From an optimization exercise on the open Yosys and OpenROAD flow, aimed at a short achievable clock period and few clock cycles; shortcuts taken in it are not production practice. Only the layout flow was run in this run; the RTL was not checked for function there. Power and IR drop assume default switching activity.

`flow/config.mk`:
```
export PLATFORM = sky130hd
export DESIGN_NAME = cache_ctrl
export DESIGN_NICKNAME = cache_ctrl
export VERILOG_FILES = /design/flow/design.v
export SDC_FILE = /design/flow/constraint.sdc
export NUM_CORES = 4
export LEC_CHECK = 0
export ABC_CLOCK_PERIOD_IN_PS = 2500
export CAP_MARGIN = 20
export CORE_MARGIN = 2
export CORE_UTILIZATION = 65
export PLACE_DENSITY = 0.75
export SETUP_SLACK_MARGIN = 4.0
export SLEW_MARGIN = 20
export SYNTH_MEMORY_MAX_BITS = 8192
export TNS_END_PERCENT = 100
```
`flow/constraint.sdc`:
```
create_clock -name core_clock -period 7.0 [get_ports {CLK}]
set_input_delay 1.4000 -clock core_clock [delete_from_list [all_inputs] [get_ports {CLK}]]
set_output_delay 1.4000 -clock core_clock [all_outputs]
set_load 0.01 [all_outputs]
```
`flow/design.v`:
```
package cache_pkg;
  typedef enum logic [2:0] {
    StIdle,
    StLookup,
    StFill,
    StWriteThru,
    StFlush
  } cache_state_e;
  localparam int unsigned StatsWidth = 16;
  function automatic integer tag_bits(input integer address_bits,
                                      input integer index_bits,
                                      input integer offset_bits);
    tag_bits = address_bits - index_bits - offset_bits;
  endfunction
  function automatic integer line_words(input integer offset_bits);
    line_words = 32'd1 << offset_bits;
  endfunction
endpackage
module cache_tag_store #(
  parameter int unsigned TAG_BITS   = 8,
  parameter int unsigned INDEX_BITS = 6
) (
  input  logic                         clk_i,
  input  logic [(1<<INDEX_BITS)-1:0]   rd_sel_i,
  input  logic [TAG_BITS-1:0]          rd_tag_i,
  output logic                         rd_hit_o,
  input  logic                         wr_en_i,
  input  logic [INDEX_BITS-1:0]        wr_index_i,
  input  logic [TAG_BITS-1:0]          wr_tag_i,
  input  logic                         clr_i
);
  localparam int unsigned Lines = 1 << INDEX_BITS;
  logic [TAG_BITS-1:0] tag_mem [Lines];
  logic [Lines-1:0]    valid_mem;
  logic [Lines-1:0]    line_hit;
  always_ff @(posedge clk_i) begin
    for (int i = 0; i < Lines; i++) begin
      if (clr_i) begin
        valid_mem[i] <= 1'b0;
      end else if (wr_en_i && (wr_index_i == INDEX_BITS'(i))) begin
        valid_mem[i] <= 1'b1;
      end
      if (wr_en_i && (wr_index_i == INDEX_BITS'(i))) begin
        tag_mem[i] <= wr_tag_i;
      end
    end
  end
  always_comb begin
    for (int i = 0; i < Lines; i++) begin
      line_hit[i] = valid_mem[i] && (tag_mem[i] == rd_tag_i);
    end
  end
  assign rd_hit_o = |(line_hit & rd_sel_i);
endmodule
module cache_ctrl #(
  parameter int unsigned BITS         = 16,
  parameter int unsigned ADDRESS_BITS = 16,
  parameter int unsigned INDEX_BITS   = 6,
  parameter int unsigned OFFSET_BITS  = 2
) (
  input  logic                    CLK,
  input  logic                    RST,
  input  logic [ADDRESS_BITS-1:0] cpu_addr,
  input  logic [BITS-1:0]         cpu_din,
  output logic [BITS-1:0]         cpu_dout,
  input  logic                    cpu_rd,
  input  logic                    cpu_wr,
  output logic                    cpu_ready,
  input  logic                    flush,
  output logic                    busy,
  output logic [ADDRESS_BITS-1:0] mem_addr,
  input  logic [BITS-1:0]         mem_din,
  output logic [BITS-1:0]         mem_dout,
  output logic                    mem_rd,
  output logic                    mem_wr,
  input  logic                    mem_ack,
  output logic [cache_pkg::StatsWidth-1:0] hit_count,
  output logic [cache_pkg::StatsWidth-1:0] miss_count
);
  localparam int unsigned TagBits   = cache_pkg::tag_bits(ADDRESS_BITS, INDEX_BITS, OFFSET_BITS);
  localparam int unsigned LineWords = cache_pkg::line_words(OFFSET_BITS);
  localparam int unsigned Lines     = 1 << INDEX_BITS;
  localparam int unsigned DataAw    = INDEX_BITS + OFFSET_BITS;
  localparam int unsigned DataWords = 1 << DataAw;
  logic rst_q;
  always_ff @(posedge CLK or posedge RST) begin
    if (RST) rst_q <= 1'b1;
    else     rst_q <= 1'b0;
  end
  logic                    inflight_q;    
  logic [ADDRESS_BITS-1:0] addr_q;        
  logic                    mem_rd_q, mem_wr_q;
  logic [ADDRESS_BITS-1:0] mem_addr_q;
  logic [BITS-1:0]         mem_dout_q;
  logic [OFFSET_BITS-1:0]  fcnt_q;
  logic                    want_q;        
  logic                    rd_act_q, wr_act_q, ans_q;
  logic [ADDRESS_BITS-1:0] faddr_q;       
  logic                    rd_wait_q, wr_wait_q;
  logic [LineWords-1:0]    mask_q;        
  logic                    ready_q;
  logic [BITS-1:0]         dout_q;
  logic                    busy_q;
  logic                    wr_hit_q, alloc_q;
  logic                    stat_hit_q, stat_miss_q;
  logic [BITS-1:0]    data_mem [DataWords];
  logic [Lines-1:0]   line_sel;
  logic [BITS-1:0]    rd_data;
  logic               rd_hit;
  always_comb begin
    for (int i = 0; i < Lines; i++) begin
      line_sel[i] = (cpu_addr[OFFSET_BITS +: INDEX_BITS] == INDEX_BITS'(i));
    end
  end
  always_comb begin
    rd_data = '0;
    for (int i = 0; i < DataWords; i++) begin
      rd_data = rd_data | (data_mem[i] & {BITS{line_sel[i / LineWords] &&
                                               (cpu_addr[OFFSET_BITS-1:0] == OFFSET_BITS'(i % LineWords))}});
    end
  end
  cache_tag_store #(
    .TAG_BITS   (TagBits),
    .INDEX_BITS (INDEX_BITS)
  ) u_tag_store (
    .clk_i      (CLK),
    .rd_sel_i   (line_sel),
    .rd_tag_i   (cpu_addr[ADDRESS_BITS-1 -: TagBits]),
    .rd_hit_o   (rd_hit),
    .wr_en_i    (alloc_q),
    .wr_index_i (addr_q[OFFSET_BITS +: INDEX_BITS]),
    .wr_tag_i   (addr_q[ADDRESS_BITS-1 -: TagBits]),
    .clr_i      (flush || rst_q)
  );
  logic req, lookup, hit, pending, match, bus_free, fill_start, ack_rd, ack_last;
  assign req        = cpu_rd || cpu_wr;
  assign lookup     = req && !inflight_q;
  assign hit        = rd_hit && !flush;
  assign ack_rd     = mem_ack && rd_act_q;
  assign ack_last   = ack_rd && (fcnt_q == OFFSET_BITS'(LineWords - 1));
  assign pending    = rd_act_q && !mask_q[cpu_addr[OFFSET_BITS-1:0]] &&
                      (cpu_addr[OFFSET_BITS +: INDEX_BITS] == faddr_q[OFFSET_BITS +: INDEX_BITS]);
  assign match      = ack_rd && (faddr_q == cpu_addr);
  assign bus_free   = (!rd_act_q && !wr_act_q) || ack_last || (mem_ack && wr_act_q);
  assign fill_start = bus_free && (rd_wait_q || (lookup && cpu_rd && !hit));
  always_ff @(posedge CLK) begin
    for (int i = 0; i < DataWords; i++) begin
      if (mem_ack && (rd_act_q || wr_hit_q) && (faddr_q[DataAw-1:0] == DataAw'(i))) begin
        data_mem[i] <= rd_act_q ? mem_din : cpu_din;
      end
    end
  end
  always_ff @(posedge CLK or posedge RST) begin
    if (RST) begin
      ready_q  <= 1'b0;
      mem_rd_q <= 1'b0;
      mem_wr_q <= 1'b0;
    end else if (rst_q) begin
      ready_q  <= 1'b0;
      mem_rd_q <= 1'b0;
      mem_wr_q <= 1'b0;
    end else begin
      ready_q  <= (lookup && cpu_rd && hit && (!pending || match)) ||
                  (want_q && match) || (mem_ack && wr_act_q);
      mem_rd_q <= fill_start || (rd_act_q && !ack_last);
      mem_wr_q <= (bus_free && ((lookup && cpu_wr) || wr_wait_q)) || (wr_act_q && !mem_ack);
    end
  end
  always_ff @(posedge CLK) begin
    if (rst_q) begin
      inflight_q  <= 1'b0;
      rd_wait_q   <= 1'b0;
      wr_wait_q   <= 1'b0;
      want_q      <= 1'b0;
      rd_act_q    <= 1'b0;
      wr_act_q    <= 1'b0;
      ans_q       <= 1'b0;
      busy_q      <= 1'b1;
      wr_hit_q    <= 1'b0;
      alloc_q     <= 1'b0;
      stat_hit_q  <= 1'b0;
      stat_miss_q <= 1'b0;
    end else begin
      inflight_q  <= lookup || (inflight_q && !ans_q);
      rd_wait_q   <= !bus_free && (rd_wait_q || (lookup && cpu_rd && !hit));
      wr_wait_q   <= !bus_free && (wr_wait_q || (lookup && cpu_wr));
      want_q      <= fill_start || (lookup && cpu_rd && hit && pending && !match) ||
                     (want_q && !match);
      rd_act_q    <= fill_start || (rd_act_q && !ack_last);
      wr_act_q    <= (bus_free && ((lookup && cpu_wr) || wr_wait_q)) || (wr_act_q && !mem_ack);
      ans_q       <= (lookup && cpu_rd && hit && (!pending || match)) ||
                     (want_q && match) || (mem_ack && wr_act_q);
      busy_q      <= lookup || (inflight_q && !ans_q) || fill_start ||
                     (rd_act_q && !ack_last) || (wr_act_q && !mem_ack);
      if (lookup && cpu_wr) wr_hit_q <= hit;
      else if (mem_ack && wr_act_q) wr_hit_q <= 1'b0;
      alloc_q     <= lookup && cpu_rd && !hit;
      stat_hit_q  <= lookup && hit;
      stat_miss_q <= lookup && !hit;
    end
  end
  always_ff @(posedge CLK) begin
    if (!inflight_q) begin
      addr_q <= cpu_addr;
    end
    if (bus_free) begin
      mem_addr_q <= cpu_addr;
      mem_dout_q <= cpu_din;
    end else if (ack_rd) begin
      mem_addr_q[OFFSET_BITS-1:0] <= faddr_q[OFFSET_BITS-1:0] + 1'b1;
    end
    if (bus_free && (lookup || rd_wait_q || wr_wait_q)) begin
      faddr_q <= cpu_addr;
    end else if (ack_rd) begin
      faddr_q[OFFSET_BITS-1:0] <= faddr_q[OFFSET_BITS-1:0] + 1'b1;
    end
    if (fill_start) begin
      fcnt_q <= '0;
      mask_q <= '0;
    end else if (ack_rd) begin
      fcnt_q <= fcnt_q + 1'b1;
      mask_q[faddr_q[OFFSET_BITS-1:0]] <= 1'b1;
    end
    dout_q <= match ? mem_din : rd_data;
  end
  assign cpu_ready = ready_q;
  assign cpu_dout  = dout_q;
  assign busy      = busy_q;
  assign mem_addr  = mem_addr_q;
  assign mem_dout  = mem_dout_q;
  assign mem_rd    = mem_rd_q;
  assign mem_wr    = mem_wr_q;
  logic [cache_pkg::StatsWidth-1:0] hit_cnt_q, miss_cnt_q;
  always_ff @(posedge CLK) begin
    if (rst_q || flush) begin
      hit_cnt_q  <= '0;
      miss_cnt_q <= '0;
    end else begin
      if (stat_hit_q && (hit_cnt_q != {cache_pkg::StatsWidth{1'b1}})) begin
        hit_cnt_q <= hit_cnt_q + 1'b1;
      end
      if (stat_miss_q && (miss_cnt_q != {cache_pkg::StatsWidth{1'b1}})) begin
        miss_cnt_q <= miss_cnt_q + 1'b1;
      end
    end
  end
  assign hit_count  = hit_cnt_q;
  assign miss_count = miss_cnt_q;
endmodule
```
`flow/run.sh`:
```
#!/bin/bash
# synth_recipe.tcl (not shown) runs the flow's synth.tcl, then flattens the netlist and writes it again
# the make line also repeats each setting of config.mk as NAME=value (left out here)
make -C /OpenROAD-flow-scripts/flow DESIGN_CONFIG=/design/flow/config.mk WORK_HOME=/design/flow/orfs CLKGATE_MAP_FILE= SYNTH_SCRIPT=/design/flow/synth_recipe.tcl finish
```
==> run notes <==
power groups by stage:
stage / clock network (mW) / registers (mW) / logic (mW)
2_1_floorplan: 0 / 32.8 / 1.35
4_1_cts: 24.3 / 32.2 / 3.56
3_5_place_dp: 0 / 32.8 / 3.38
3_3_place_gp: 0 / 32.8 / 3.29
per-stage QoR:
step                      setup WS (ns)  instance area (um2)  hold slack, ns  power (mW)
after floorplan                    3.18               184000           0.440        34.2
after global placement           -0.155               196000           0.431        36.1
after detailed placement          0.213               197000           0.447        36.2
after CTS                          2.43               217000           0.471        60.1
metal layers:
metal | overflow | GRT usage
met1 | 0 | 0.826
met2 | 3 | 0.912
met3 | 1 | 0.725
met4 | 2 | 0.755
met5 | 0 | 0.548
logic make-up after synthesis:
group / synth area share
fa+ha+maj: 0.000758
other cells: 0.0000206
compound gates: 0.102
buf+inv: 0.0169
flops: 0.787
xor+xnor: 0.0267
mux: 0.00497
simple gates: 0.0618
timing repair:
action,4_1_cts
pin swaps,230
endpoints found under the setup margin,4403
setup buffers,369
resized for setup,838
gates cloned,12
worst max path at each step:
stage,from,endpoint,slack [ns],cells past startpoint
2_1_floorplan,cpu_addr[5],dout_q[3]$_DFF_P_,3.18,12
4_1_cts,cpu_addr[3],dout_q[6]$_DFF_P_,2.43,13
3_5_place_dp,cpu_addr[3],dout_q[5]$_DFF_P_,0.21,12
3_3_place_gp,cpu_addr[5],dout_q[14]$_DFF_P_,-0.15,12
==> results.json <==
{
  "async_flop_share": 0.000833,
  "cts_buffer_depth": 4,
  "syn_inst": 10900,
  "grt_usage": 0.811,
  "error": "[ERROR GRT-0116] Global routing finished with congestion. Check the congestion regions in the DRC Viewer.",
  "cts_buffers": 453,
  "synthTopCellsByArea": "edfxtp_1, a22oi_1, xnor2_1",
  "syn_nets": 10900,
  "io_pins": 138,
  "dp_hpwl_mm": 684,
  "cts_root_buffer": "clkbuf_16",
  "grt_overflow": 6,
  "ys.flop_type": "edfxtp_1",
  "fp.dieH_um": 533,
  "synth_area_leader_cell": "edfxtp_1",
  "seq_area_frac_synth": 0.787,
  "yosys_register_bits": 4804,
  "grt_pass1_wl_mm": 1480,
  "synth_top_area_frac": 0.772,
  "die_x_um": 533,
  "netlist_area_um2": 182000,
  "first_global_vias": 146000,
  "yosysUniqueCellTypes": 97,
  "hold_buffers": 0,
  "syn_avg_cell_area_um2": 16.7,
  "initial_core_util": 0.652,
  "synth-edff-count": 4670,
  "haltStage": "global routing",
  "outcome": "stopped before the end",
  "yosysWarnings": 4,
  "place.gp.congestion": 1.25,
  "grt_max_degree": 154,
  "yosysMostFrequentCell": "edfxtp_1",
  "io_buffers": 137,
  "placed_cells": 15000,
  "cts_sinks": 4804,
  "synth.top_cells.by_count": "edfxtp_1, a22oi_1, nor2_1",
  "cts.htree.levels": 5,
  "std_cell_rows": 194
}
